From an optimization exercise on the open Yosys and OpenROAD flow, aimed at small area and a short achievable clock period; shortcuts taken in it are not production practice. RTL that was checked went through simulation tests only; none was proved equivalent to the original. Only the layout flow was run in run 2; the RTL was not checked for function there. Power is estimated from default activity; no workload was simulated.

==> flow/design.v <==
package fsmc_rd_pkg;
  localparam int unsigned ADDR_DATA    = 0;
  localparam int unsigned ADDR_LEVEL   = 1;
  localparam int unsigned ADDR_STATUS  = 2;
  localparam int unsigned ADDR_CTRL    = 3;
  localparam int unsigned ADDR_ID      = 4;
  localparam int unsigned ADDR_SCRATCH = 5;
  localparam logic [15:0] ID_VALUE = 16'h23A5;
  localparam int unsigned CTRL_CAPTURE_BIT = 0;
  localparam int unsigned CTRL_FLUSH_BIT   = 1;
  localparam int unsigned CTRL_OVF_CLR_BIT = 2;
  localparam logic [1:0] StIdle  = 2'd0;
  localparam logic [1:0] StRead  = 2'd1;
  localparam logic [1:0] StWrite = 2'd2;
endpackage
module sync_fifo #(
  parameter int unsigned WIDTH = 16,
  parameter int unsigned DEPTH = 256
) (
  input  logic                       sys_clk,
  input  logic                       rst_n,
  input  logic                       push,
  input  logic [WIDTH-1:0]           din,
  input  logic                       pop,
  input  logic                       flush,
  output logic [WIDTH-1:0]           dout,
  output logic [$clog2(DEPTH):0]     level,
  output logic                       full,
  output logic                       empty
);
  localparam int unsigned AW    = $clog2(DEPTH);
  localparam int unsigned LVL_W = AW + 1;
  logic [WIDTH-1:0] mem_q [DEPTH];
  logic [AW-1:0]    wr_ptr_q, rd_ptr_q;
  logic [LVL_W-1:0] level_q;
  logic             do_push, do_pop;
  assign full    = (level_q == LVL_W'(DEPTH));
  assign empty   = (level_q == '0);
  assign do_pop  = pop & ~empty;
  assign do_push = push & (~full | do_pop);
  assign dout    = mem_q[rd_ptr_q];
  assign level   = level_q;
  always_ff @(posedge sys_clk or negedge rst_n) begin
    if (!rst_n) begin
      wr_ptr_q <= '0;
      rd_ptr_q <= '0;
      level_q  <= '0;
    end else if (flush) begin
      wr_ptr_q <= '0;
      rd_ptr_q <= '0;
      level_q  <= '0;
    end else begin
      if (do_push) wr_ptr_q <= wr_ptr_q + 1'b1;
      if (do_pop)  rd_ptr_q <= rd_ptr_q + 1'b1;
      unique case ({do_push, do_pop})
        2'b10:   level_q <= level_q + 1'b1;
        2'b01:   level_q <= level_q - 1'b1;
        default: level_q <= level_q;
      endcase
    end
  end
  always_ff @(posedge sys_clk) begin
    if (do_push && !flush) mem_q[wr_ptr_q] <= din;
  end
endmodule
module fsmc_rd_slave #(
  parameter int unsigned ADDR_W = 4,
  parameter int unsigned DEPTH  = 256
) (
  input  logic              sys_clk,
  input  logic              rst_n,
  input  logic [15:0]       smp_data,
  input  logic              smp_valid,
  input  logic              fsmc_ne,
  input  logic              fsmc_noe,
  input  logic              fsmc_nwe,
  input  logic [ADDR_W-1:0] fsmc_a,
  input  logic [15:0]       fsmc_db_i,
  output logic [15:0]       fsmc_db_o,
  output logic              fsmc_db_oe,
  output logic              capture_en,
  output logic              fifo_ovf
);
  localparam int unsigned LVL_W = $clog2(DEPTH) + 1;
  logic [1:0]        ne_sync_q, noe_sync_q, nwe_sync_q;
  logic              ne_s, noe_s, nwe_s;
  logic [1:0]        state_q, state_d;
  logic              rd_enter, rd_exit, wr_exit;
  logic [ADDR_W-1:0] addr_q;
  logic [15:0]       wdata_q, dout_q, rd_data;
  logic              oe_q, capture_en_q, ovf_q;
  logic              ctrl_wr, flush, ovf_clr, push, pop, overflow;
  logic [15:0]       fifo_dout;
  logic [LVL_W-1:0]  fifo_level;
  logic              fifo_full, fifo_empty;
  always_ff @(posedge sys_clk or negedge rst_n) begin
    if (!rst_n) begin
      ne_sync_q  <= 2'b11;
      noe_sync_q <= 2'b11;
      nwe_sync_q <= 2'b11;
    end else begin
      ne_sync_q  <= {ne_sync_q[0], fsmc_ne};
      noe_sync_q <= {noe_sync_q[0], fsmc_noe};
      nwe_sync_q <= {nwe_sync_q[0], fsmc_nwe};
    end
  end
  assign ne_s  = ne_sync_q[1];
  assign noe_s = noe_sync_q[1];
  assign nwe_s = nwe_sync_q[1];
  always_comb begin
    state_d  = state_q;
    rd_enter = 1'b0;
    rd_exit  = 1'b0;
    wr_exit  = 1'b0;
    case (state_q)
      fsmc_rd_pkg::StIdle: begin
        if (!ne_s && !noe_s) begin
          state_d  = fsmc_rd_pkg::StRead;
          rd_enter = 1'b1;
        end else if (!ne_s && !nwe_s) begin
          state_d = fsmc_rd_pkg::StWrite;
        end
      end
      fsmc_rd_pkg::StRead: begin
        if (ne_s || noe_s) begin
          state_d = fsmc_rd_pkg::StIdle;
          rd_exit = 1'b1;
        end
      end
      fsmc_rd_pkg::StWrite: begin
        if (ne_s || nwe_s) begin
          state_d = fsmc_rd_pkg::StIdle;
          wr_exit = 1'b1;
        end
      end
      default: state_d = fsmc_rd_pkg::StIdle;
    endcase
  end
  logic unused_wdata;
  assign unused_wdata = ^wdata_q[15:3];
  always_comb begin
    rd_data = '0;
    if (fsmc_a == ADDR_W'(fsmc_rd_pkg::ADDR_DATA)) begin
      rd_data = fifo_empty ? 16'h0000 : fifo_dout;
    end else if (fsmc_a == ADDR_W'(fsmc_rd_pkg::ADDR_LEVEL)) begin
      rd_data = 16'(fifo_level);
    end else if (fsmc_a == ADDR_W'(fsmc_rd_pkg::ADDR_STATUS)) begin
      rd_data = {13'b0, ovf_q, fifo_full, fifo_empty};
    end else if (fsmc_a == ADDR_W'(fsmc_rd_pkg::ADDR_CTRL)) begin
      rd_data = {15'b0, capture_en_q};
    end else if (fsmc_a == ADDR_W'(fsmc_rd_pkg::ADDR_ID)) begin
      rd_data = fsmc_rd_pkg::ID_VALUE;
    end
  end
  always_comb begin
    ctrl_wr  = wr_exit && (addr_q == ADDR_W'(fsmc_rd_pkg::ADDR_CTRL));
    flush    = ctrl_wr && wdata_q[fsmc_rd_pkg::CTRL_FLUSH_BIT];
    ovf_clr  = ctrl_wr && wdata_q[fsmc_rd_pkg::CTRL_OVF_CLR_BIT];
    pop      = rd_exit && (addr_q == ADDR_W'(fsmc_rd_pkg::ADDR_DATA)) && !fifo_empty;
    push     = smp_valid && capture_en_q;
    overflow = push && fifo_full && !pop && !flush;
  end
  always_ff @(posedge sys_clk or negedge rst_n) begin
    if (!rst_n) begin
      state_q      <= fsmc_rd_pkg::StIdle;
      addr_q       <= '0;
      wdata_q      <= '0;
      dout_q       <= '0;
      oe_q         <= 1'b0;
      capture_en_q <= 1'b0;
      ovf_q        <= 1'b0;
    end else begin
      state_q <= state_d;
      oe_q    <= (state_d == fsmc_rd_pkg::StRead);
      if (state_q == fsmc_rd_pkg::StIdle && state_d != fsmc_rd_pkg::StIdle) addr_q <= fsmc_a;
      if (state_q == fsmc_rd_pkg::StWrite) wdata_q <= fsmc_db_i;
      if (rd_enter) dout_q <= rd_data;
      if (ctrl_wr) capture_en_q <= wdata_q[fsmc_rd_pkg::CTRL_CAPTURE_BIT];
      if (overflow) begin
        ovf_q <= 1'b1;
      end else if (ovf_clr) begin
        ovf_q <= 1'b0;
      end
    end
  end
  sync_fifo #(
    .WIDTH (16),
    .DEPTH (DEPTH)
  ) u_fifo (
    .sys_clk (sys_clk),
    .rst_n   (rst_n),
    .push    (push),
    .din     (smp_data),
    .pop     (pop),
    .flush   (flush),
    .dout    (fifo_dout),
    .level   (fifo_level),
    .full    (fifo_full),
    .empty   (fifo_empty)
  );
  assign fsmc_db_o  = dout_q;
  assign fsmc_db_oe = oe_q;
  assign capture_en = capture_en_q;
  assign fifo_ovf   = ovf_q;
endmodule
==> flow/run.sh <==
#!/bin/bash
# synth_recipe.tcl (not shown) runs the flow's synth.tcl, then flattens the netlist and writes it again
# the make line also repeats each setting of config.mk as NAME=value (left out here)
make -C /OpenROAD-flow-scripts/flow DESIGN_CONFIG=/design/flow/config.mk WORK_HOME=/design/flow/orfs CLKGATE_MAP_FILE= SYNTH_SCRIPT=/design/flow/synth_recipe.tcl finish
==> flow/config.mk <==
export PLATFORM = sky130hd
export DESIGN_NAME = fsmc_rd_slave
export DESIGN_NICKNAME = fsmc_rd_slave
export VERILOG_FILES = /design/flow/design.v
export SDC_FILE = /design/flow/constraint.sdc
export NUM_CORES = 4
export LEC_CHECK = 0
export CAP_MARGIN = 20
export CORE_MARGIN = 2
export CORE_UTILIZATION = 40
export SLEW_MARGIN = 20
==> flow/constraint.sdc <==
create_clock -name core_clock -period 8.0 [get_ports {sys_clk}]
set_input_delay 1.6000 -clock core_clock [delete_from_list [all_inputs] [get_ports {sys_clk}]]
set_output_delay 1.6000 -clock core_clock [all_outputs]
set_load 0.01 [all_outputs]
==> results of run 1 <==
-- power by group through the flow --
stage / Clock [uW] / Sequential [uW] / Combinational [uW]
floorplan: 0 / 24500 / 4940
global placement: 0 / 24500 / 6850
detailed placement: 0 / 24500 / 6910
CTS: 19600 / 24100 / 6930
global route: 20400 / 24100 / 7220
finish: 19300 / 24100 / 6840
-- cells in the final DEF (no fill, tap or decap), types with 9 or more instances in the layout --
cell type / netlist / layout
a22oi_1: 217 / 217
buf_12: 3 / 30
clkbuf_1: 161 / 73
nor2_2: 0 / 64
buf_8: 7 / 16
a211oi_1: 12 / 11
clkbuf_16: 0 / 410
a221oi_1: 48 / 48
nor2_1: 317 / 247
edfxtp_1: 4096 / 4096
a31oi_1: 12 / 12
bufinv_16: 0 / 50
inv_6: 0 / 10
nand2_1: 108 / 98
clkinv_2: 0 / 73
clkinvlp_4: 0 / 21
nand2_2: 0 / 9
nor4_1: 13 / 10
a22o_1: 37 / 37
xnor2_1: 9 / 9
nand3_1: 45 / 40
mux4_1: 12 / 12
buf_4: 58 / 335
a21oi_1: 120 / 120
o22ai_1: 25 / 25
o211ai_1: 13 / 13
mux2_2: 15 / 15
dfrtp_1: 53 / 45
nor2b_1: 14 / 10
o21ai_0: 43 / 43
clkdlybuf4s50_1: 0 / 30
ha_1: 12 / 12
mux4_2: 1073 / 1073
nor3_1: 22 / 22
xor2_1: 9 / 9
mux2i_1: 100 / 100
diode_2: 0 / 18
clkinv_1: 0 / 93
-- layout make-up --
class | count | area, um^2 | area share (%)
inverter | 7 | 31.3 | 0.0173
clock inverter | 268 | 2860 | 1.58
tap | 5242 | 6560 | 3.62
antenna | 18 | 45.0 | 0.0249
sequential | 4155 | 125000 | 68.7
multi-input combinational | 2391 | 32900 | 18.2
clock buffer | 484 | 10500 | 5.82
timing repair buffer | 415 | 3710 | 2.05
-- flip-flops by register name (all words and copies together), names as in the netlist --
signal / flops
addr_q: 4
capture_en_q: 1
dout_q: 16
ne_sync_q: 2
noe_sync_q: 2
nwe_sync_q: 2
oe_q: 1
ovf_q: 1
state_q: 2
u_fifo.level_q: 9
u_fifo.mem_q: 4096
u_fifo.rd_ptr_q: 8
u_fifo.wr_ptr_q: 8
wdata_q: 3
-- worst max path at each step --
stage	start	to	slack [ns]	depth (start not counted)
after floorplan	smp_valid	u_fifo.mem_q[224][0]	4.05	7
after global placement	smp_valid	u_fifo.mem_q[192][0]	1.80	6
after detailed placement	smp_valid	u_fifo.mem_q[192][8]	1.67	6
after CTS	state_q[1]	u_fifo.mem_q[192][0]	2.58	7
after global routing	state_q[1]	u_fifo.mem_q[192][0]	2.33	7
final	state_q[1]	u_fifo.mem_q[193][7]	2.49	7
-- synthesized netlist by cell type, drive strengths merged, types with 3 or more instances --
cell     count  area (um^2)
a211oi      12         90.1
dfstp        6          158
nand2b       6         37.5
or4          7         52.6
a31oi       12         75.1
or3          6         37.5
o311ai       4         35.0
a21o         5         37.5
buf        244         1720
nor3b        5         47.5
mux2        15          169
inv          7         26.3
and2         6         37.5
xor2         9         78.8
o2111ai      4         35.0
o41ai        3         26.3
o31ai        5         37.5
nand3b       6         45.0
nor2b       14         87.6
nor4        13         81.3
a22o        37          324
and3         5         31.3
a221oi      52          480
o22ai       25          156
xnor2        9         78.8
edfxtp    4096       123000
a22oi      217         1630
nand2      108          405
o21ai       50          250
nand4        5         31.3
o211ai      13         97.6
a2111oi      4         35.0
o221ai       8         70.1
mux4      1085        24500
mux2i      100         1000
nand3       45          225
dfrtp       53         1330
nor3        23          120
nor2       317         1190
clkbuf     161          604
ha          12          150
a21oi      120          601
-- stage by stage --
| step | worst slack [ns] | hold slack (ns) | instances | power [uW] |
|---|---|---|---|---|
| global route | 2.33 | 0.366 | 12967 | 51700 |
| global placement | 1.80 | 0.351 | 12205 | 31400 |
| floorplan | 4.05 | 0.345 | 6958 | 29400 |
| detailed placement | 1.67 | 0.347 | 12209 | 31500 |
| CTS | 2.58 | 0.362 | 12961 | 50600 |
| finish | 2.49 | 0.359 | 12980 | 50200 |
-- cell families after synthesis --
logic type	share of synthesized area [%]
AOI/OAI and AO/OA	2.59
xor gates and xnor gates	0.0989
adders and majority gates	0.107
buffers and inverters	1.48
DFF	78.1
muxes	16.1
and+or+nand+nor	1.56
-- layer usage --
layer	GRT usage, %	vias to the layer above
li1	-	30677
met1	30.0	42013
met2	32.0	3906
met3	4.52	715
met4	7.93	4
met5	0	-
==> impl_metrics.py, run 1 <==
metrics = {
    "worst_hold_path": {
        "min_delay_path_depth": 0,
        "hold_path_startpoint": "nwe_sync_q[0]",
        "hold_class": "reg2reg",
        "hold_path_end": "nwe_sync_q[1]",
    },
    "layout": {
        "n_fill_cell": 32323,
        "nNetsFinal": 7431,
        "design_area_um2": 181000,
        "drive_gt1_share_pct": 28.3,
        "final_core_util_pct": 45.7,
        "syn2layout_area_growth_pct": 13.6,
    },
    "worst_setup_path": {
        "required_ns": 8.57,
        "r2r_end": "u_fifo.mem_q[193][7]",
        "crit_family": "simple AND/OR/NAND/NOR gates",
        "startpoint_type": "flop",
        "cp_cell_sequence": "nor4b_2, o211ai_1, and3_1, or3_1, nor3_2, nand3_1, nor2_2",
        "end_kind": "flop",
        "path_class": "reg2reg",
        "rr_worst_depth": 7,
        "reg2reg_slack_ns": 2.49,
        "critPathSlowestCell": "nor2_2",
        "critPathMaxStageDelay_ns": 1.10,
        "reg2reg_from": "state_q[1]",
        "crit_fanout": 16,
        "critPathBufInv": 0,
        "crit_arrival_ns": 6.08,
    },
    "yosys": {
        "synth.distinct_cells": 70,
        "synth.ff_latch_count": 4155,
        "ys_warn_count": 2,
        "synth-edff-count": 4096,
        "ys.flop_type": "edfxtp_1",
        "synth_seq_area_share_pct": 78.1,
        "synth_cells": 6958,
        "async_flop_share_pct": 1.42,
        "syn-cell-area_um2": 159000,
        "avgSynthCellArea_um2": 22.9,
    },
    "floorplan": {
        "dieArea_um2": 404000,
        "num_rows": 231,
        "io_pins": 61,
        "start_util_pct": 40.2,
        "core_area_um2": 396000,
        "dieHeight_um": 635,
        "die_width_um": 635,
    },
    "detailed_routing": {
        "met1Wirelength_um": 176000,
        "routed_wl_um": 435000,
        "dr.pass1.iters": 14,
        "dr_wl_met2_um": 199000,
        "routed.top_layer": "met5",
        "met3_length_um": 41000,
        "wl_per_cell_um": 33.5,
        "first_iter_violations": 10221,
        "via_per_inst": 5.96,
        "num_vias": 77315,
        "ant_nets": 0,
        "drcViolationCount": 0,
    },
    "outcome": {
        "status": "finished clean",
    },
    "clocking": {
        "holdBufCountCts": 0,
        "cts_root_buffer": "clkbuf_16",
        "cts_setup_buffers": 0,
        "path_clk_slew_ns": 0.06,
        "cts_tree": "yes",
        "post_cts_resized": 0,
        "cts_buffer_depth": 4,
        "clkLatencyLatePin_ns": 1.00,
        "clock-sinks": 4155,
        "cts-buffers-inserted": 406,
        "h-tree-depth": 5,
    },
    "global_routing": {
        "grt_max_degree": 193,
        "antenna_found_initial": 20,
        "gr-total-overflow": 0,
        "first_global_vias": 76284,
        "grt_usage_pct": 21.1,
        "grt_pass1_wl_um": 603000,
    },
    "sta": {
        "setup_viol": 0,
        "hold_violations": 0,
        "fmax_mhz": 181,
        "max_slew_margin_pct": 17.1,
        "finalCriticalPeriod_ns": 5.51,
        "fin_crit_sh_pct": 68.9,
        "drv_slew": 0,
        "tightest_slew_ns": 1.24,
        "rsz0062_at_grt": "false",
        "fin_setup_tns_ns": 0,
        "skew_ns": 0.0804,
    },
    "placed_design": {
        "routabilityCongestion": 0.913,
        "dpl_cell_area_um2": 168000,
        "io_buffers": 47,
        "dp_hpwl_um": 259000,
    },
    "pwr": {
        "comb_power_share_pct": 13.6,
        "seq_power_share_pct": 48.0,
        "power_leakage_uw": 0.0548,
        "swShare_pct": 24.0,
        "peakVddDrop_mv": 0.267,
        "internal-power_uw": 38200,
        "p_per_area_nw_per_um2": 277,
        "p_sw_uw": 12100,
        "pwr-share-clk_pct": 38.4,
    },
    "job": {
        "drv_cap": 0,
    },
}
==> inputs of run 2 (changes only) <==
--- a/flow/design.v
+++ b/flow/design.v
@@ -31,27 +31,58 @@
   localparam int unsigned AW    = $clog2(DEPTH);
   localparam int unsigned LVL_W = AW + 1;
   logic [WIDTH-1:0] mem_q [DEPTH];
-  logic [AW-1:0]    wr_ptr_q, rd_ptr_q;
+  logic [AW-1:0]    wr_ptr_q;
+  logic [15:0]      rd_lo_q, rd_hi_q;
   logic [LVL_W-1:0] level_q;
-  logic             do_push, do_pop;
-  assign full    = (level_q == LVL_W'(DEPTH));
+  logic [WIDTH-1:0] head_q, next_q;
+  logic             do_push, do_pop, one;
+  logic [DEPTH-1:0] rsel;
+  logic [WIDTH-1:0] rword;
+  localparam int unsigned NLEAF = (DEPTH + 2) / 3;
+  logic [WIDTH-1:0][NLEAF-1:0] leaf_n;
+  for (genvar i = 0; i < DEPTH; i++) begin : g_sel
+    assign rsel[i] = rd_hi_q[i / 16] & rd_lo_q[i % 16];
+  end
+  for (genvar b = 0; b < WIDTH; b++) begin : g_bit
+    for (genvar k = 0; k < NLEAF; k++) begin : g_leaf
+      logic [2:0] s, d;
+      for (genvar j = 0; j < 3; j++) begin : g_in
+        if (3 * k + j < DEPTH) begin : g_used
+          assign s[j] = rsel[3*k+j];
+          assign d[j] = mem_q[3*k+j][b];
+        end else begin : g_pad
+          assign s[j] = 1'b0;
+          assign d[j] = 1'b0;
+        end
+      end
+      fifo_aoi3 u_aoi (.s(s), .d(d), .y_n(leaf_n[b][k]));
+    end
+    assign rword[b] = ~&leaf_n[b];
+  end
+  assign full    = level_q[AW];
   assign empty   = (level_q == '0);
+  assign one     = (level_q == LVL_W'(1));
   assign do_pop  = pop & ~empty;
   assign do_push = push & (~full | do_pop);
-  assign dout    = mem_q[rd_ptr_q];
+  assign dout    = empty ? '0 : head_q;
   assign level   = level_q;
   always_ff @(posedge sys_clk or negedge rst_n) begin
     if (!rst_n) begin
       wr_ptr_q <= '0;
-      rd_ptr_q <= '0;
+      rd_lo_q  <= 16'h0002;
+      rd_hi_q  <= 16'h0001;
       level_q  <= '0;
     end else if (flush) begin
       wr_ptr_q <= '0;
-      rd_ptr_q <= '0;
+      rd_lo_q  <= 16'h0002;
+      rd_hi_q  <= 16'h0001;
       level_q  <= '0;
     end else begin
       if (do_push) wr_ptr_q <= wr_ptr_q + 1'b1;
-      if (do_pop)  rd_ptr_q <= rd_ptr_q + 1'b1;
+      if (do_pop) begin
+        rd_lo_q <= {rd_lo_q[14:0], rd_lo_q[15]};
+        if (rd_lo_q[15]) rd_hi_q <= {rd_hi_q[14:0], rd_hi_q[15]};
+      end
       unique case ({do_push, do_pop})
         2'b10:   level_q <= level_q + 1'b1;
         2'b01:   level_q <= level_q - 1'b1;
@@ -60,8 +91,21 @@
     end
   end
   always_ff @(posedge sys_clk) begin
-    if (do_push && !flush) mem_q[wr_ptr_q] <= din;
-  end
+    if (do_pop && !one)  head_q <= next_q;
+    else if (do_pop || empty) head_q <= din;
+    if (push && one) next_q <= din;
+    else             next_q <= rword;
+  end
+  always_ff @(posedge sys_clk) begin
+    mem_q[wr_ptr_q] <= din;
+  end
+endmodule
+module fifo_aoi3 (
+  input  logic [2:0] s,
+  input  logic [2:0] d,
+  output logic       y_n
+);
+  assign y_n = ~|(s & d);
 endmodule
 module fsmc_rd_slave #(
   parameter int unsigned ADDR_W = 4,
@@ -86,8 +130,9 @@
   logic              ne_s, noe_s, nwe_s;
   logic [1:0]        state_q, state_d;
   logic              rd_enter, rd_exit, wr_exit;
-  logic [ADDR_W-1:0] addr_q;
-  logic [15:0]       wdata_q, dout_q, rd_data;
+  logic              a_data_q, a_ctrl_q;
+  logic [2:0]        wdata_q;
+  logic [15:0]       dout_q, rd_data;
   logic              oe_q, capture_en_q, ovf_q;
   logic              ctrl_wr, flush, ovf_clr, push, pop, overflow;
   logic [15:0]       fifo_dout;
@@ -136,12 +181,10 @@
       default: state_d = fsmc_rd_pkg::StIdle;
     endcase
   end
-  logic unused_wdata;
-  assign unused_wdata = ^wdata_q[15:3];
   always_comb begin
     rd_data = '0;
     if (fsmc_a == ADDR_W'(fsmc_rd_pkg::ADDR_DATA)) begin
-      rd_data = fifo_empty ? 16'h0000 : fifo_dout;
+      rd_data = fifo_dout;
     end else if (fsmc_a == ADDR_W'(fsmc_rd_pkg::ADDR_LEVEL)) begin
       rd_data = 16'(fifo_level);
     end else if (fsmc_a == ADDR_W'(fsmc_rd_pkg::ADDR_STATUS)) begin
@@ -153,17 +196,18 @@
     end
   end
   always_comb begin
-    ctrl_wr  = wr_exit && (addr_q == ADDR_W'(fsmc_rd_pkg::ADDR_CTRL));
+    ctrl_wr  = wr_exit && a_ctrl_q;
     flush    = ctrl_wr && wdata_q[fsmc_rd_pkg::CTRL_FLUSH_BIT];
     ovf_clr  = ctrl_wr && wdata_q[fsmc_rd_pkg::CTRL_OVF_CLR_BIT];
-    pop      = rd_exit && (addr_q == ADDR_W'(fsmc_rd_pkg::ADDR_DATA)) && !fifo_empty;
+    pop      = rd_exit && a_data_q;
     push     = smp_valid && capture_en_q;
     overflow = push && fifo_full && !pop && !flush;
   end
   always_ff @(posedge sys_clk or negedge rst_n) begin
     if (!rst_n) begin
       state_q      <= fsmc_rd_pkg::StIdle;
-      addr_q       <= '0;
+      a_data_q     <= 1'b1;
+      a_ctrl_q     <= 1'b0;
       wdata_q      <= '0;
       dout_q       <= '0;
       oe_q         <= 1'b0;
@@ -172,8 +216,11 @@
     end else begin
       state_q <= state_d;
       oe_q    <= (state_d == fsmc_rd_pkg::StRead);
-      if (state_q == fsmc_rd_pkg::StIdle && state_d != fsmc_rd_pkg::StIdle) addr_q <= fsmc_a;
-      if (state_q == fsmc_rd_pkg::StWrite) wdata_q <= fsmc_db_i;
+      if (state_q == fsmc_rd_pkg::StIdle && state_d != fsmc_rd_pkg::StIdle) begin
+        a_data_q <= (fsmc_a == ADDR_W'(fsmc_rd_pkg::ADDR_DATA));
+        a_ctrl_q <= (fsmc_a == ADDR_W'(fsmc_rd_pkg::ADDR_CTRL));
+      end
+      if (state_q == fsmc_rd_pkg::StWrite) wdata_q <= fsmc_db_i[2:0];
       if (rd_enter) dout_q <= rd_data;
       if (ctrl_wr) capture_en_q <= wdata_q[fsmc_rd_pkg::CTRL_CAPTURE_BIT];
       if (overflow) begin
--- a/flow/config.mk
+++ b/flow/config.mk
@@ -7,5 +7,8 @@
 export LEC_CHECK = 0
 export CAP_MARGIN = 20
 export CORE_MARGIN = 2
-export CORE_UTILIZATION = 40
+export CORE_UTILIZATION = 65
+export SETUP_SLACK_MARGIN = 5
 export SLEW_MARGIN = 20
+export SYNTH_HIERARCHICAL = 1
+export SYNTH_MINIMUM_KEEP_SIZE = 0
==> impl_metrics.py, run 2 <==
metrics = {
    "yosys": {
        "synth_area_leaders": "edfxtp_1, a222oi_1, nand4_1",
        "avgSynthCellArea_um2": 21.0,
        "ys.flop_type": "edfxtp_1",
        "yosys.area.top_type_share_pct": 83.6,
        "ys_top_cells_by_count": "edfxtp_1, a222oi_1, nand4_1, nor2_1, and2_1",
        "syn-cell-area_um2": 148000,
        "yosys.area.top_type": "edfxtp_1",
        "synth_seq_area_share_pct": 85.2,
        "ys_warn_count": 8,
        "synth.distinct_cells": 64,
        "synth_most_common_cell": "edfxtp_1",
        "synth-edff-count": 4112,
        "async_flop_share_pct": 1.92,
        "synth_cells": 7052,
        "synth.ff_latch_count": 4209,
    },
    "layout": {
        "final_common_cell": "edfxtp_1",
        "design_area_um2": 170000,
        "layout_common_cells": "edfxtp_1, a222oi_1, buf_4",
        "syn2layout_area_growth_pct": 15.0,
        "regMostFlops": "u_fifo.mem_q",
        "n_fill_cell": 12748,
        "drive_gt1_share_pct": 17.0,
        "nNetsFinal": 8020,
        "largest_reg_flops": 4096,
    },
    "sta": {
        "skew_ns": 0.0455,
        "hold_violations": 0,
        "fin_crit_sh_pct": 50.0,
        "rsz0062_at_grt": "true",
        "tightest_slew_ns": 1.17,
        "max_slew_margin_pct": 21.7,
        "fin_setup_tns_ns": 0,
        "setup_viol": 0,
        "finalCriticalPeriod_ns": 4.00,
        "drv_slew": 0,
        "fmax_mhz": 250,
    },
    "worst_setup_path": {
        "reg2reg_slack_ns": 4.00,
        "required_ns": 8.82,
        "critPathSlowestCell": "nor4_4",
        "end_kind": "flop",
        "crit_fanout": 16,
        "rr_worst_depth": 8,
        "startpoint_type": "flop",
        "cp_cell_sequence": "buf_6, and2_4, a222oi_1, nand4_1, nor4_4, nand4_1, nor4_4, a21oi_1",
        "r2r_end": "u_fifo.next_q[15]",
        "path_class": "reg2reg",
        "reg2reg_from": "u_fifo.rd_lo_q[14]",
        "crit_arrival_ns": 4.82,
        "critPathMaxStageDelay_ns": 0.75,
    },
    "detailed_routing": {
        "ant_nets": 0,
        "num_vias": 84485,
        "via_per_inst": 7.46,
        "routed_wl_um": 425000,
        "dr.pass1.iters": 15,
        "wl_per_cell_um": 37.5,
        "first_iter_violations": 18556,
        "drcViolationCount": 0,
    },
    "outcome": {
        "status": "finished clean",
    },
    "global_routing": {
        "grt_usage_pct": 36.5,
        "met2_usage_pct": 54.9,
        "first_global_vias": 79431,
        "grt-busiest-layer": "met2",
        "gr-total-overflow": 0,
        "grt_pass1_wl_um": 589000,
        "antenna_found_initial": 30,
        "use_met1_pct": 52.3,
        "grt.met3_usage_pct": 8.91,
        "grt_max_degree": 166,
    },
    "pwr": {
        "peakVddDrop_mv": 0.290,
        "power_leakage_uw": 0.0537,
        "p_per_area_nw_per_um2": 257,
    },
    "worst_hold_path": {
        "hold_path_end": "nwe_sync_q[1]",
        "hold_class": "reg2reg",
        "min_delay_path_depth": 0,
        "hold_path_startpoint": "nwe_sync_q[0]",
    },
    "placed_design": {
        "routabilityCongestion": 0.887,
        "dp_hpwl_um": 248000,
        "dpl_cell_area_um2": 155000,
        "io_buffers": 47,
    },
    "job": {
        "drv_cap": 0,
    },
    "floorplan": {
        "num_rows": 175,
        "dieHeight_um": 481,
        "die_width_um": 481,
        "core_area_um2": 227000,
        "io_pins": 61,
        "dieArea_um2": 231000,
        "start_util_pct": 65.2,
    },
    "clocking": {
        "path_clk_slew_ns": 0.06,
        "clkLatencyLatePin_ns": 1.00,
        "cts-buffers-inserted": 411,
        "h-tree-depth": 5,
        "cts_root_buffer": "clkbuf_16",
        "holdBufCountCts": 0,
        "cts_buffer_depth": 4,
        "cts_tree": "yes",
        "clock-sinks": 4209,
    },
}
-- run 2: cell types whose count changed in the layout (fill, tap and decap cells not counted), moves of 98 or more --
cell,previous run,this run
a222oi_1,0,1376
and2_4,1,99
a22oi_1,217,4
mux4_2,1073,0
buf_4,335,437
nand4_1,5,357
mux2i_1,100,2
-- run 2: power by group --
group | total (uW) | switching (uW) | leakage, uW | internal [uW]
Clock | 18200 | 7760 | 0.00608 | 10400
Combinational | 1110 | 929 | 0.00954 | 177
Sequential | 24500 | 90.7 | 0.0381 | 24400
-- run 2: cell type report --
class | instances | area (um^2) | area share, %
Inverter | 8 | 30.0 | 0.0177
Clock inverter | 196 | 1610 | 0.945
Multi-Input combinational cell | 2809 | 23100 | 13.6
Tap cell | 3009 | 3760 | 2.22
Antenna cell | 32 | 80.1 | 0.0471
Timing Repair Buffer | 531 | 4590 | 2.70
Clock buffer | 528 | 10900 | 6.41
Sequential cell | 4209 | 126000 | 74.1
-- run 2: worst max-delay path by stage --
stage,startpoint,endpoint,slack (ns),depth (start not counted)
CTS,u_fifo.rd_hi_q[14],u_fifo.next_q[15],4.25,8
global route,u_fifo.rd_hi_q[14],u_fifo.next_q[15],4.14,9
global placement,u_fifo.rd_lo_q[2],u_fifo.next_q[3],3.03,8
finish,u_fifo.rd_lo_q[14],u_fifo.next_q[15],4.00,8
detailed placement,u_fifo.rd_lo_q[15],u_fifo.next_q[15],3.05,7
floorplan,smp_valid,u_fifo.level_q[7],5.23,5
-- run 2: worst max-delay path, delay by kind of cell, from the launching register on --
family	cells	cell delay, ns
DFF	1	0.40
and+or+nand+nor	5	2.38
buffers and inverters	1	0.23
AOI/OAI and AO/OA	2	0.81
-- run 2: cell families (layout without fill, tap and decap cells) --
| group | count (synthesis) | after routing | share of synthesized area [%] |
|---|---|---|---|
| flops | 4209 | 4209 | 85.2 |
| compound gates | 1471 | 1471 | 9.72 |
| simple gates | 1221 | 1230 | 4.47 |
| buf+inv | 106 | 1263 | 0.318 |
| mux | 25 | 25 | 0.189 |
| xor+xnor | 11 | 11 | 0.0652 |
| fa+ha+maj | 8 | 8 | 0.0677 |
| other cells | 1 | 96 | 0.00254 |
-- run 2: stage by stage --
stage	power (uW)	hold slack (ns)	util (%)	worst slack (ns)	instances
2_1_floorplan	25100	0.345	-	5.23	7115
3_3_place_gp	25900	0.348	68.3	3.03	10436
3_5_place_dp	26000	0.351	68.4	3.05	10436
4_1_cts	43800	0.360	74.8	4.25	11269
5_1_grt	44700	0.362	75.0	4.14	11295
6_report	43700	0.357	75.0	4.00	11322
-- run 2: routing by layer --
metal	wire [um]	vias up	share of wire, %
met4	18800	24	4.4
li1	-	34182	-
met5	163	-	0.038
met2	196000	6218	46
met1	153000	43234	36
met3	56700	827	13
-- run 2: modules after synthesis (local to each module, per instance), excerpt --
module / flip-flops and latches / times used
fsmc_rd_slave: 32 / 1
fifo_aoi3: 0 / 1376
-- run 2: repair_timing --
item | CTS | global route
pin swaps | 223 | 97
setup endpoints to repair | 140 | 181
cloned | 10 | 1
gates resized for setup | 487 | 55
buffers inserted | 99 | 19
==> inputs of run 3 (changes only) <==
--- a/flow/design.v
+++ b/flow/design.v
@@ -31,8 +31,7 @@
   localparam int unsigned AW    = $clog2(DEPTH);
   localparam int unsigned LVL_W = AW + 1;
   logic [WIDTH-1:0] mem_q [DEPTH];
-  logic [AW-1:0]    wr_ptr_q;
-  logic [15:0]      rd_lo_q, rd_hi_q;
+  logic [AW-1:0]    wr_ptr_q, rd_nxt_q;
   logic [LVL_W-1:0] level_q;
   logic [WIDTH-1:0] head_q, next_q;
   logic             do_push, do_pop, one;
@@ -40,8 +39,9 @@
   logic [WIDTH-1:0] rword;
   localparam int unsigned NLEAF = (DEPTH + 2) / 3;
   logic [WIDTH-1:0][NLEAF-1:0] leaf_n;
-  for (genvar i = 0; i < DEPTH; i++) begin : g_sel
-    assign rsel[i] = rd_hi_q[i / 16] & rd_lo_q[i % 16];
+  always_comb begin
+    rsel  = '0;
+    rsel[rd_nxt_q] = 1'b1;
   end
   for (genvar b = 0; b < WIDTH; b++) begin : g_bit
     for (genvar k = 0; k < NLEAF; k++) begin : g_leaf
@@ -69,20 +69,15 @@
   always_ff @(posedge sys_clk or negedge rst_n) begin
     if (!rst_n) begin
       wr_ptr_q <= '0;
-      rd_lo_q  <= 16'h0002;
-      rd_hi_q  <= 16'h0001;
+      rd_nxt_q <= AW'(1);
       level_q  <= '0;
     end else if (flush) begin
       wr_ptr_q <= '0;
-      rd_lo_q  <= 16'h0002;
-      rd_hi_q  <= 16'h0001;
+      rd_nxt_q <= AW'(1);
       level_q  <= '0;
     end else begin
       if (do_push) wr_ptr_q <= wr_ptr_q + 1'b1;
-      if (do_pop) begin
-        rd_lo_q <= {rd_lo_q[14:0], rd_lo_q[15]};
-        if (rd_lo_q[15]) rd_hi_q <= {rd_hi_q[14:0], rd_hi_q[15]};
-      end
+      if (do_pop)  rd_nxt_q <= rd_nxt_q + 1'b1;
       unique case ({do_push, do_pop})
         2'b10:   level_q <= level_q + 1'b1;
         2'b01:   level_q <= level_q - 1'b1;
--- a/flow/config.mk
+++ b/flow/config.mk
@@ -7,8 +7,7 @@
 export LEC_CHECK = 0
 export CAP_MARGIN = 20
 export CORE_MARGIN = 2
-export CORE_UTILIZATION = 65
-export SETUP_SLACK_MARGIN = 5
+export CORE_UTILIZATION = 40
 export SLEW_MARGIN = 20
 export SYNTH_HIERARCHICAL = 1
 export SYNTH_MINIMUM_KEEP_SIZE = 0
==> impl_metrics.py, run 3 <==
metrics = {
    "worst_hold_path": {
        "hold_path_end": "nwe_sync_q[1]",
        "hold_class": "reg2reg",
        "hold_path_startpoint": "nwe_sync_q[0]",
        "min_delay_path_depth": 0,
    },
    "yosys": {
        "synth.ff_latch_count": 4185,
        "synth_compound_area_share_pct": 9.92,
        "synth-edff-count": 4112,
        "synth-simple-area-share_pct": 4.25,
        "synth_seq_area_share_pct": 85.0,
        "synth_most_common_cell": "edfxtp_1",
        "synthMuxAreaShare_pct": 0.262,
        "syn-cell-area_um2": 147000,
        "yosys.area.top_type_share_pct": 83.8,
        "synthAdderAreaFrac_pct": 0.110,
        "synth-xor-area-share_pct": 0.0654,
        "avgSynthCellArea_um2": 20.8,
        "synth_area_leaders": "edfxtp_1, a222oi_1, nand4_1",
        "yosys.area.top_type": "edfxtp_1",
        "async_flop_share_pct": 1.36,
        "synth_top_family_by_area": "compound AO/OA/AOI/OAI gates",
        "ys_top_cells_by_count": "edfxtp_1, a222oi_1, nand4_1, nor2_1, nor3_1",
        "ys_warn_count": 8,
        "synth.distinct_cells": 72,
        "synth_cells": 7086,
        "ys.flop_type": "edfxtp_1",
    },
    "layout": {
        "final_common_cell": "edfxtp_1",
        "nNetsFinal": 8088,
        "multiInputGateArea_um2": 23300,
        "largest_reg_flops": 4096,
        "regMostFlops": "u_fifo.mem_q",
        "n_fill_cell": 30117,
        "drive_gt1_share_pct": 17.1,
        "layout_common_cells": "edfxtp_1, a222oi_1, buf_4",
        "syn2layout_area_growth_pct": 17.0,
        "regArea_um2": 125000,
    },
    "sta": {
        "hold_violations": 0,
        "setup_viol": 0,
        "tightest_slew_ns": 1.23,
        "skew_ns": 0.0539,
        "fmax_mhz": 163,
        "max_slew_margin_pct": 17.1,
        "setup_ws_ns": 1.87,
        "drv_slew": 0,
        "fin_crit_sh_pct": 76.7,
        "fin_setup_tns_ns": 0,
        "rsz0062_at_grt": "false",
        "finalCriticalPeriod_ns": 6.13,
    },
    "pwr": {
        "pwr-share-clk_pct": 39.5,
        "peakVddDrop_mv": 0.203,
        "p_per_area_nw_per_um2": 270,
        "internal-power_uw": 35500,
        "p_sw_uw": 11100,
        "comb_power_share_pct": 7.9,
        "power_leakage_uw": 0.0534,
        "seq_power_share_pct": 52.6,
        "swShare_pct": 23.9,
    },
    "clocking": {
        "clock-sinks": 4185,
        "cts_root_buffer": "clkbuf_16",
        "cts_tree": "yes",
        "holdBufCountCts": 0,
        "post_cts_resized": 0,
        "cts_setup_buffers": 0,
        "cts-buffers-inserted": 414,
        "clkLatencyLatePin_ns": 0.98,
        "cts_buffer_depth": 4,
        "h-tree-depth": 5,
        "path_clk_slew_ns": 0.06,
    },
    "worst_setup_path": {
        "rr_worst_depth": 13,
        "r2r_end": "u_fifo.next_q[1]",
        "required_ns": 8.87,
        "critPathBufInv": 3,
        "critPathSlowestCell": "nor4_1",
        "reg2reg_from": "u_fifo.rd_nxt_q[0]",
        "cp_cell_sequence": "inv_1, ha_1, xnor2_1, nand2_2, o21bai_1, buf_4, nor2_1, buf_4, a222oi_1, nand4_1, nor4_1, nand4_1, o22a_1",
        "end_kind": "flop",
        "crit_arrival_ns": 7.01,
        "reg2reg_slack_ns": 1.87,
        "path_class": "reg2reg",
        "critPathMaxStageDelay_ns": 1.09,
        "startpoint_type": "flop",
        "crit_family": "simple AND/OR/NAND/NOR gates",
        "crit_fanout": 16,
        "setup.worst_path.start": "u_fifo.rd_nxt_q[0]",
    },
    "global_routing": {
        "first_global_vias": 79864,
        "antenna_found_initial": 16,
        "grt_pass1_wl_um": 591000,
        "grt_max_degree": 165,
        "gr-total-overflow": 0,
        "grt_usage_pct": 22.0,
    },
    "detailed_routing": {
        "ant_nets": 0,
        "first_iter_violations": 17481,
        "dr.pass1.iters": 10,
        "routed_wl_um": 426000,
        "via_per_inst": 6.36,
        "drcViolationCount": 0,
        "num_vias": 83850,
        "wl_per_cell_um": 32.3,
    },
    "outcome": {
        "status": "finished clean",
    },
    "floorplan": {
        "dieArea_um2": 373000,
        "start_util_pct": 40.3,
        "num_rows": 222,
        "io_pins": 61,
        "core_area_um2": 366000,
        "die_width_um": 611,
        "dieHeight_um": 611,
    },
    "job": {
        "drv_cap": 0,
    },
    "placed_design": {
        "io_buffers": 47,
        "routabilityCongestion": 0.876,
        "dp_hpwl_um": 257000,
        "preCtsSetupSlack_ns": 1.92,
    },
}
run 3: kinds of logic (layout without fill, tap and decap cells):
kind of cell | count (synthesis) | in the layout
buffers and inverters | 146 | 1359
and+or+nand+nor | 1210 | 1210
other | 1 | 76
adders and majority gates | 13 | 13
DFF | 4185 | 4185
muxes | 35 | 35
xor gates and xnor gates | 11 | 11
AOI/OAI and AO/OA | 1485 | 1485
run 3: per-module statistics from Yosys, one instance, submodules excluded, excerpt:
module | cell area [um^2] | flops+latches | times used
fifo_aoi3 | 10.0 | 0 | 1376
fsmc_rd_slave | 1410 | 32 | 1
run 3: power by group through the flow:
stage / sequential [uW] / clock, uW / combinational (uW)
detailed placement: 25000 / 0 / 3480
floorplan: 24900 / 0 / 1180
CTS: 24500 / 18600 / 3490
finish: 24500 / 18400 / 3690
global route: 24500 / 19400 / 3720
global placement: 25000 / 0 / 3400
run 3: layer usage:
metal  track usage, %  up-vias  wire length [um]
met5                0        -                29
met4             8.90        4             18800
met3             4.20      669             46500
met2             34.4     5099            197000
met1             30.5    43450            164000
li1                 -    34628                 -
run 3: worst max path at each step:
stage | to | slack (ns) | depth (start not counted)
after detailed placement | u_fifo.next_q[13] | 1.92 | 12
after CTS | u_fifo.next_q[13] | 1.91 | 12
final | u_fifo.next_q[1] | 1.87 | 13
after global placement | u_fifo.next_q[13] | 2.01 | 12
after global routing | u_fifo.next_q[0] | 1.70 | 13
after floorplan | u_fifo.next_q[10] | 4.10 | 14
run 3: layout make-up:
type | count | area share (%)
flip-flops and latches | 4185 | 72.6
repair buffers | 598 | 2.89
well taps | 4816 | 3.49
clock inverters | 242 | 1.13
clock buffers | 503 | 6.30
multi-input cells | 2818 | 13.5
inverters | 16 | 0.0348
diodes | 12 | 0.0174
run 3: worst register-to-register path, cell delays in order, from the launching register on:
cell and delay, ns:
dfstp_2 0.73, inv_1 0.12, ha_1 0.41, xnor2_1 0.29
nand2_2 0.81, o21bai_1 0.53, buf_4 0.45, nor2_1 0.16
buf_4 0.27, a222oi_1 0.45, nand4_1 0.30, nor4_1 1.09
nand4_1 0.18, o22a_1 0.24
run 3: per-stage QoR:
step | instances | total power (uW) | util (%) | hold WS, ns | instance area [um^2]
6_report | 13190 | 46600 | 47.1 | 0.356 | 172000
5_1_grt | 13180 | 47700 | 47.1 | 0.359 | 172000
4_1_cts | 13165 | 46600 | 47.0 | 0.357 | 172000
3_5_place_dp | 12420 | 28500 | 43.5 | 0.348 | 159000
3_3_place_gp | 12415 | 28400 | 43.4 | 0.347 | 159000
2_1_floorplan | 7149 | 26100 | - | 0.345 | 148000
==> inputs of run 4 (changes only) <==
--- a/flow/design.v
+++ b/flow/design.v
@@ -30,38 +30,51 @@
 );
   localparam int unsigned AW    = $clog2(DEPTH);
   localparam int unsigned LVL_W = AW + 1;
-  logic [WIDTH-1:0] mem_q [DEPTH];
-  logic [AW-1:0]    wr_ptr_q, rd_nxt_q;
+  localparam int unsigned NGRP  = 4;
+  localparam int unsigned GW    = DEPTH / NGRP;
+  localparam int unsigned NLEAF = (GW + 2) / 3;
+  logic [DEPTH-1:0][WIDTH-1:0] mem_q;
+  logic [DEPTH-1:0] wsel;
+  logic [AW-1:0]    wr_ptr_q;
+  logic [15:0]      rd_lo_q, rd_hi_q;
   logic [LVL_W-1:0] level_q;
-  logic [WIDTH-1:0] head_q, next_q;
-  logic             do_push, do_pop, one;
+  logic [WIDTH-1:0] head_q, next_q, byp_q, rword;
+  logic             byv_q;
+  logic             do_push, do_pop, one, two;
   logic [DEPTH-1:0] rsel;
-  logic [WIDTH-1:0] rword;
-  localparam int unsigned NLEAF = (DEPTH + 2) / 3;
-  logic [WIDTH-1:0][NLEAF-1:0] leaf_n;
-  always_comb begin
-    rsel  = '0;
-    rsel[rd_nxt_q] = 1'b1;
-  end
-  for (genvar b = 0; b < WIDTH; b++) begin : g_bit
+  logic [NGRP-1:0][WIDTH-1:0] grp_d, grp_q;
+  logic [NGRP-1:0][NLEAF*3-1:0]            s_pad;
+  logic [NGRP-1:0][NLEAF*3-1:0][WIDTH-1:0] d_pad;
+  logic [NGRP-1:0][NLEAF-1:0][WIDTH-1:0]   leaf_n;
+  for (genvar i = 0; i < DEPTH; i++) begin : g_sel
+    assign rsel[i] = rd_hi_q[i / 16] & rd_lo_q[i % 16];
+  end
+  for (genvar g = 0; g < NGRP; g++) begin : g_grp
+    assign s_pad[g] = (NLEAF*3)'(rsel[g*GW +: GW]);
+    assign d_pad[g] = (NLEAF*3*WIDTH)'(mem_q[g*GW +: GW]);
     for (genvar k = 0; k < NLEAF; k++) begin : g_leaf
-      logic [2:0] s, d;
-      for (genvar j = 0; j < 3; j++) begin : g_in
-        if (3 * k + j < DEPTH) begin : g_used
-          assign s[j] = rsel[3*k+j];
-          assign d[j] = mem_q[3*k+j][b];
-        end else begin : g_pad
-          assign s[j] = 1'b0;
-          assign d[j] = 1'b0;
-        end
-      end
-      fifo_aoi3 u_aoi (.s(s), .d(d), .y_n(leaf_n[b][k]));
-    end
-    assign rword[b] = ~&leaf_n[b];
+      for (genvar b = 0; b < WIDTH; b++) begin : g_bit
+        fifo_aoi3 u_aoi (
+          .s   (s_pad[g][3*k +: 3]),
+          .d   ({d_pad[g][3*k+2][b], d_pad[g][3*k+1][b], d_pad[g][3*k][b]}),
+          .y_n (leaf_n[g][k][b])
+        );
+      end
+    end
+    always_comb begin
+      grp_d[g] = '1;
+      for (int k = 0; k < NLEAF; k++) grp_d[g] = grp_d[g] & leaf_n[g][k];
+      grp_d[g] = ~grp_d[g];
+    end
+  end
+  always_comb begin
+    rword = '0;
+    for (int g = 0; g < NGRP; g++) rword = rword | grp_q[g];
   end
   assign full    = level_q[AW];
   assign empty   = (level_q == '0);
   assign one     = (level_q == LVL_W'(1));
+  assign two     = (level_q == LVL_W'(2));
   assign do_pop  = pop & ~empty;
   assign do_push = push & (~full | do_pop);
   assign dout    = empty ? '0 : head_q;
@@ -69,15 +82,20 @@
   always_ff @(posedge sys_clk or negedge rst_n) begin
     if (!rst_n) begin
       wr_ptr_q <= '0;
-      rd_nxt_q <= AW'(1);
+      rd_lo_q  <= 16'h0004;
+      rd_hi_q  <= 16'h0001;
       level_q  <= '0;
     end else if (flush) begin
       wr_ptr_q <= '0;
-      rd_nxt_q <= AW'(1);
+      rd_lo_q  <= 16'h0004;
+      rd_hi_q  <= 16'h0001;
       level_q  <= '0;
     end else begin
       if (do_push) wr_ptr_q <= wr_ptr_q + 1'b1;
-      if (do_pop)  rd_nxt_q <= rd_nxt_q + 1'b1;
+      if (do_pop) begin
+        rd_lo_q <= {rd_lo_q[14:0], rd_lo_q[15]};
+        if (rd_lo_q[15]) rd_hi_q <= {rd_hi_q[14:0], rd_hi_q[15]};
+      end
       unique case ({do_push, do_pop})
         2'b10:   level_q <= level_q + 1'b1;
         2'b01:   level_q <= level_q - 1'b1;
@@ -86,13 +104,27 @@
     end
   end
   always_ff @(posedge sys_clk) begin
-    if (do_pop && !one)  head_q <= next_q;
+    if (do_pop && !one) head_q <= next_q;
     else if (do_pop || empty) head_q <= din;
-    if (push && one) next_q <= din;
-    else             next_q <= rword;
-  end
-  always_ff @(posedge sys_clk) begin
-    mem_q[wr_ptr_q] <= din;
+    if (do_pop) begin
+      if (push && two) next_q <= din;
+      else if (byv_q)  next_q <= byp_q;
+      else             next_q <= rword;
+    end else if (push && one) begin
+      next_q <= din;
+    end
+    grp_q <= grp_d;
+    byp_q <= din;
+    byv_q <= push && two;
+  end
+  always_comb begin
+    wsel = '0;
+    wsel[wr_ptr_q] = 1'b1;
+  end
+  for (genvar i = 0; i < DEPTH; i++) begin : g_word
+    always_ff @(posedge sys_clk) begin
+      if (wsel[i]) mem_q[i] <= din;
+    end
   end
 endmodule
 module fifo_aoi3 (
--- a/flow/config.mk
+++ b/flow/config.mk
@@ -8,6 +8,7 @@
 export CAP_MARGIN = 20
 export CORE_MARGIN = 2
 export CORE_UTILIZATION = 40
+export SETUP_SLACK_MARGIN = 5
 export SLEW_MARGIN = 20
 export SYNTH_HIERARCHICAL = 1
 export SYNTH_MINIMUM_KEEP_SIZE = 0
==> impl_metrics.py, run 4 <==
metrics = {
    "clocking": {
        "cts_tree": "yes",
        "cts_root_buffer": "clkbuf_16",
        "clock-sinks": 4290,
        "cts_buffer_depth": 4,
        "path_clk_slew_ns": 0.06,
        "h-tree-depth": 5,
        "cts-buffers-inserted": 411,
        "clkLatencyLatePin_ns": 0.99,
    },
    "global_routing": {
        "first_global_vias": 82384,
        "antenna_found_initial": 31,
        "grt_usage_pct": 22.5,
        "grt_pass1_wl_um": 617000,
        "grt_max_degree": 154,
        "gr-total-overflow": 0,
    },
    "floorplan": {
        "start_util_pct": 40.2,
        "num_rows": 225,
        "core_area_um2": 376000,
        "dieArea_um2": 382000,
        "dieHeight_um": 618,
        "io_pins": 61,
        "die_width_um": 618,
    },
    "sta": {
        "rsz0062_at_grt": "true",
        "fmax_mhz": 297,
        "hold_violations": 0,
        "skew_ns": 0.0653,
        "finalCriticalPeriod_ns": 3.37,
        "fin_setup_tns_ns": 0,
        "whs_ns": 0.366,
        "tightest_slew_ns": 1.30,
        "setup_viol": 0,
        "max_slew_margin_pct": 13.3,
        "drv_slew": 0,
        "fin_crit_sh_pct": 42.1,
    },
    "worst_setup_path": {
        "crit_arrival_ns": 1.77,
        "crit_fanout": 2,
        "crit_family": "flip-flops",
        "setup.worst_path.start": "dout_q[11]",
        "end_kind": "output port",
        "cp_cell_sequence": "buf_6",
        "critPathMaxStageDelay_ns": 0.62,
        "critPathBufInv": 1,
        "reg2reg_from": "u_fifo.rd_hi_q[7]",
        "required_ns": 6.40,
        "startpoint_type": "flop",
        "critPathSlowestCell": "dfrtp_4",
        "path_class": "reg2out",
    },
    "layout": {
        "regMostFlops": "u_fifo.mem_q",
        "syn2layout_area_growth_pct": 21.5,
        "nNetsFinal": 8550,
        "reg_top3": "u_fifo.mem_q: 4096 flops, u_fifo.grp_q: 64 flops",
        "n_fill_cell": 30017,
        "largest_reg_flops": 4096,
        "drive_gt1_share_pct": 20.9,
        "layout_common_cells": "edfxtp_1, a222oi_1, clkbuf_16",
        "multiInputGateArea_um2": 27300,
        "finalNonFillerCells": 13840,
        "final_common_cell": "edfxtp_1",
        "regArea_um2": 128000,
    },
    "placed_design": {
        "dp_hpwl_um": 258000,
        "io_buffers": 47,
        "dp.cells": 12574,
        "routabilityCongestion": 0.878,
    },
    "yosys": {
        "async_flop_share_pct": 1.89,
        "ys.flop_type": "edfxtp_1",
        "synth-edff-count": 4128,
        "syn-cell-area_um2": 151000,
        "avgSynthCellArea_um2": 20.8,
        "synth.ff_latch_count": 4290,
        "synth.distinct_cells": 75,
        "synth_seq_area_share_pct": 84.6,
        "ys_warn_count": 8,
        "synth_cells": 7270,
        "synth_area_leaders": "edfxtp_1, a222oi_1, nand4_1",
        "yosys.area.top_type_share_pct": 82.2,
        "synth_most_common_cell": "edfxtp_1",
        "ys_top_cells_by_count": "edfxtp_1, a222oi_1, nand4_1, and2_1, nor2_1",
        "yosys.area.top_type": "edfxtp_1",
    },
    "worst_hold_path": {
        "hold_class": "reg2reg",
        "hold_path_startpoint": "ne_sync_q[0]",
    },
    "detailed_routing": {
        "drcViolationCount": 0,
        "dr.pass1.iters": 10,
        "num_vias": 86772,
        "wl_per_cell_um": 32.2,
        "routed_wl_um": 446000,
        "first_iter_violations": 16768,
        "via_per_inst": 6.27,
        "ant_nets": 0,
    },
    "outcome": {
        "status": "finished clean",
    },
    "job": {
        "drv_cap": 0,
    },
    "pwr": {
        "p_per_area_nw_per_um2": 263,
        "power_leakage_uw": 0.0574,
        "peakVddDrop_mv": 0.249,
    },
}
==> run 4: final cells by class <==
type                    count  area share [%]
clock buffers             530            6.15
diodes                     17          0.0232
repair buffers            676            4.78
flip-flops and latches   4290            69.6
well taps                4994            3.41
clock inverters           213            1.08
multi-input cells        3109            14.9
inverters                  11          0.0239
==> run 4: cell families (layout without fill, tap and decap cells) <==
kind of cell	count (synthesis)	in the layout	synth area share (%)
buffers and inverters	134	1430	0.396
muxes	30	30	0.221
xor gates and xnor gates	13	14	0.0755
other	1	273	0.00249
and+or+nand+nor	1245	1252	4.69
DFF	4290	4290	84.6
adders and majority gates	9	9	0.0746
AOI/OAI and AO/OA	1548	1548	9.95
==> run 4: repair_timing <==
item	in CTS	in global routing
endpoints found under the setup margin	4208	2199
endpoints found under the hold margin	0	0
gates cloned	7	6
resized for setup	520	87
pin swaps	350	180
setup buffers	322	169
hold buffers	0	0
==> run 4: path summary, 6_finish.rpt <==
kind / to / slack (ns) / depth (start not counted)
max in group asynchronous: u_fifo.rd_hi_q[2] / 6.08 / 2
min in group asynchronous: u_fifo.level_q[5] / 0.53 / 1
worst max-delay path: fsmc_db_o[11] / 4.63 / 1
worst min register to register: ne_sync_q[1] / 0.37 / 0
worst min-delay path: ne_sync_q[1] / 0.37 / 0
worst max register to register: u_fifo.grp_q[21] / 4.79 / 7
==> run 4: per-layer routing <==
metal	vias to the layer above	wire length [um]	global-route usage, %
met5	-	64	0
met1	44816	168000	30.7
met3	767	49000	4.20
met4	10	20600	9.68
li1	35718	-	-
met2	5461	208000	35.3
==> run 4: Yosys stat by module, one instance, submodules excluded, a selection <==
module         area, um^2  flops+latches  cells inside  copies in the design
fsmc_rd_slave        1410             32           120                     1
fifo_aoi3            10.0              0             1                  1408
==> run 4: per-stage QoR <==
stage	util [%]	power, uW	instance area [um^2]	worst slack [ns]
after floorplan	-	27200	154000	4.75
after global placement	42.9	28600	161000	3.81
after detailed placement	42.9	28700	161000	3.73
after CTS	48.1	48000	181000	4.58
after global routing	48.8	49400	183000	4.63
final	48.8	48100	183000	4.63
==> run 4: report_power, final <==
group / total (uW) / switching [uW] / internal [uW]
clock: 19100 / 8250 / 10900
sequential: 25400 / 207 / 25200
combinational: 3590 / 2670 / 929
==> inputs of run 5 (changes only) <==
--- a/flow/config.mk
+++ b/flow/config.mk
@@ -8,6 +8,8 @@
 export CAP_MARGIN = 20
 export CORE_MARGIN = 2
 export CORE_UTILIZATION = 40
+export CTS_CLUSTER_DIAMETER = 100
+export CTS_CLUSTER_SIZE = 30
 export SETUP_SLACK_MARGIN = 5
 export SLEW_MARGIN = 20
 export SYNTH_HIERARCHICAL = 1
==> impl_metrics.py, run 5 <==
metrics = {
    "worst_hold_path": {
        "min_delay_path_depth": 0,
        "hold_path_end": "ne_sync_q[1]",
        "hold_class": "reg2reg",
        "hold_path_startpoint": "ne_sync_q[0]",
    },
    "floorplan": {
        "io_pins": 61,
        "core_area_um2": 376000,
        "dieHeight_um": 618,
        "dieArea_um2": 382000,
        "die_width_um": 618,
        "num_rows": 225,
        "start_util_pct": 40.2,
    },
    "worst_setup_path": {
        "path_class": "reg2out",
        "setup.worst_path.start": "dout_q[11]",
        "r2r_end": "u_fifo.grp_q[42]",
        "rr_worst_depth": 6,
        "critPathBufInv": 1,
        "crit_fanout": 2,
        "end_kind": "output port",
        "cp_cell_sequence": "buf_6",
        "startpoint_type": "flop",
        "crit_arrival_ns": 1.72,
        "reg2reg_slack_ns": 4.85,
        "required_ns": 6.40,
        "critPathMaxStageDelay_ns": 0.62,
        "reg2reg_from": "u_fifo.rd_lo_q[8]",
        "critPathSlowestCell": "dfrtp_4",
        "crit_family": "flip-flops",
    },
    "layout": {
        "final_common_cell": "edfxtp_1",
        "reg_top3": "u_fifo.mem_q: 4096 flops, u_fifo.grp_q: 64 flops",
        "regMostFlops": "u_fifo.mem_q",
        "n_fill_cell": 30925,
        "design_area_um2": 174000,
        "syn2layout_area_growth_pct": 15.5,
        "nNetsFinal": 8257,
        "drive_gt1_share_pct": 16.9,
        "largest_reg_flops": 4096,
        "layout_common_cells": "edfxtp_1, a222oi_1, nand4_1",
    },
    "job": {
        "drv_cap": 0,
    },
    "yosys": {
        "synth.ff_latch_count": 4290,
        "synth.distinct_cells": 75,
        "synth-edff-count": 4128,
        "avgSynthCellArea_um2": 20.8,
        "ys_warn_count": 8,
        "synth_cells": 7270,
        "synth_most_common_cell": "edfxtp_1",
        "yosys.area.top_type_share_pct": 82.2,
        "ys_top_cells_by_count": "edfxtp_1, a222oi_1, nand4_1, and2_1, nor2_1",
        "async_flop_share_pct": 1.89,
        "synth_area_leaders": "edfxtp_1, a222oi_1, nand4_1",
        "ys.flop_type": "edfxtp_1",
        "yosys.area.top_type": "edfxtp_1",
        "syn-cell-area_um2": 151000,
        "synth_seq_area_share_pct": 84.6,
    },
    "global_routing": {
        "gr-total-overflow": 0,
        "grt_max_degree": 154,
        "grt_usage_pct": 22.1,
        "first_global_vias": 79502,
        "grt_pass1_wl_um": 604000,
        "antenna_found_initial": 33,
    },
    "clocking": {
        "cts-buffers-inserted": 168,
        "clock-sinks": 4290,
        "h-tree-depth": 4,
        "cts_buffer_depth": 4,
        "clkLatencyLatePin_ns": 0.95,
        "cts_tree": "yes",
        "path_clk_slew_ns": 0.11,
        "cts_root_buffer": "clkbuf_16",
        "holdBufCountCts": 0,
    },
    "placed_design": {
        "routabilityCongestion": 0.878,
        "io_buffers": 47,
        "dp_hpwl_um": 258000,
        "dpl_cell_area_um2": 161000,
    },
    "detailed_routing": {
        "drcViolationCount": 0,
        "wl_per_cell_um": 33.0,
        "dr.pass1.iters": 10,
        "via_per_inst": 6.38,
        "first_iter_violations": 17451,
        "ant_nets": 0,
        "routed_wl_um": 439000,
        "num_vias": 84759,
    },
    "sta": {
        "hold_violations": 0,
        "rsz0062_at_grt": "true",
        "drv_slew": 0,
        "max_slew_margin_pct": 16.0,
        "tightest_slew_ns": 1.26,
        "fin_setup_tns_ns": 0,
        "setup_viol": 0,
        "skew_ns": 0.0957,
        "finalCriticalPeriod_ns": 3.32,
        "fmax_mhz": 301,
        "fin_crit_sh_pct": 41.6,
    },
    "pwr": {
        "p_per_area_nw_per_um2": 226,
        "power_leakage_uw": 0.0529,
        "peakVddDrop_mv": 0.198,
    },
    "outcome": {
        "status": "finished clean",
    },
}
==> run 5: what timing repair did <==
action | in CTS | in global routing
gates resized for setup | 497 | 96
gates cloned | 5 | 3
pin swaps | 340 | 187
endpoints found under the hold margin | 0 | 0
endpoints found under the setup margin | 4209 | 2256
setup buffers | 302 | 144
==> run 5: where the power goes <==
part,switching [uW],leakage (uW),internal (uW)
Clock,6520,0.00228,4060
Combinational,2600,0.0118,769
Sequential,204,0.0388,25200
Total,9330,0.0529,30000
==> run 5: routing by layer <==
metal | up-vias | part of all wire, % | GRT usage (%)
met2 | 5093 | 47 | 34.9
met4 | 2 | 4.4 | 8.79
li1 | 34760 | - | -
met5 | - | 0.0030 | 0
met1 | 44314 | 38 | 30.7
met3 | 590 | 10 | 3.56
==> run 5: worst max path at each step <==
| stage | slack (ns) | depth (start not counted) | end |
|---|---|---|---|
| floorplan | 4.75 | 7 | u_fifo.level_q[7] |
| global placement | 3.81 | 5 | u_fifo.grp_q[24] |
| detailed placement | 3.73 | 6 | u_fifo.mem_q[3667] |
| CTS | 4.58 | 1 | fsmc_db_o[11] |
| global route | 4.65 | 1 | fsmc_db_o[12] |
| finish | 4.68 | 1 | fsmc_db_o[11] |
==> run 5: metrics by stage <==
stage | instances | util [%] | power, uW | hold slack, ns | worst slack (ns)
after floorplan | 7525 | - | 27200 | 0.345 | 4.75
after global placement | 12573 | 42.9 | 28600 | 0.347 | 3.81
after detailed placement | 12574 | 42.9 | 28700 | 0.351 | 3.73
after CTS | 13124 | 45.8 | 39400 | 0.347 | 4.58
after global routing | 13276 | 46.4 | 40400 | 0.345 | 4.65
final | 13294 | 46.4 | 39300 | 0.346 | 4.68
==> run 5: cells by family after synthesis <==
family / share of synthesized area (%)
AOI/OAI and AO/OA: 9.95
DFF: 84.6
buffers and inverters: 0.396
muxes: 0.221
and+or+nand+nor: 4.69
adders and majority gates: 0.0746
other: 0.00249
xor gates and xnor gates: 0.0755
==> run 5: modules after synthesis (local to each module, per instance), excerpt <==
module / copies in the design / area (um^2) / cells inside / flops+latches
fifo_aoi3: 1408 / 10.0 / 1 / 0
fsmc_rd_slave: 1 / 1410 / 120 / 32
==> run 5: area by class of cell <==
class	count	area [um^2]	share of cell area [%]
flip-flops and latches	4290	128000	73.3
inverters	11	43.8	0.0251
well taps	4994	6250	3.59
diodes	21	52.6	0.0302
clock inverters	12	204	0.117
repair buffers	627	8180	4.70
multi-input cells	3108	27300	15.7
clock buffers	231	4530	2.60

## what the ideal ports hide
How much do the figures lean on ideal ports? The routed layouts below were timed once more, with nothing changed but the port constraints. Step 1, drivers: a clkbuf_16 drives sys_clk and a buf_2 each remaining input, both assumed. Step 2 adds t to the input delays and takes it off the output delays; t is the mean of the earliest and latest rising clock arrival at the registers after step 1. Input paths then give back, and output paths get back, about the clock's delay inside the block. Slacks: ideal / step 1 / step 2; pairs: ideal / step 1.
run | shift t [ns] | slack for setup (ns) | worst setup path after step 2 | latest minus earliest clock arrival (ns)
run 1 | 1.069 | 2.488 / 2.488 / 1.603 | input to register | 0.080 / 0.080
run 2 | 1.067 | 4.002 / 4.002 / 4.002 | register to register | 0.050 / 0.050
run 3 | 1.069 | 1.866 / 1.866 / 1.866 | register to register | 0.059 / 0.059
run 4 | 1.083 | 4.631 / 4.503 / 4.038 | input to register | 0.076 / 0.076
run 5 | 1.034 | 4.675 / 4.545 / 4.154 | input to register | 0.103 / 0.104
After both steps setup and hold are still met in every run listed. For run 1, which loses most, drivers alone change the setup slack by 0.000 ns; drivers and shift together by -0.885 ns.
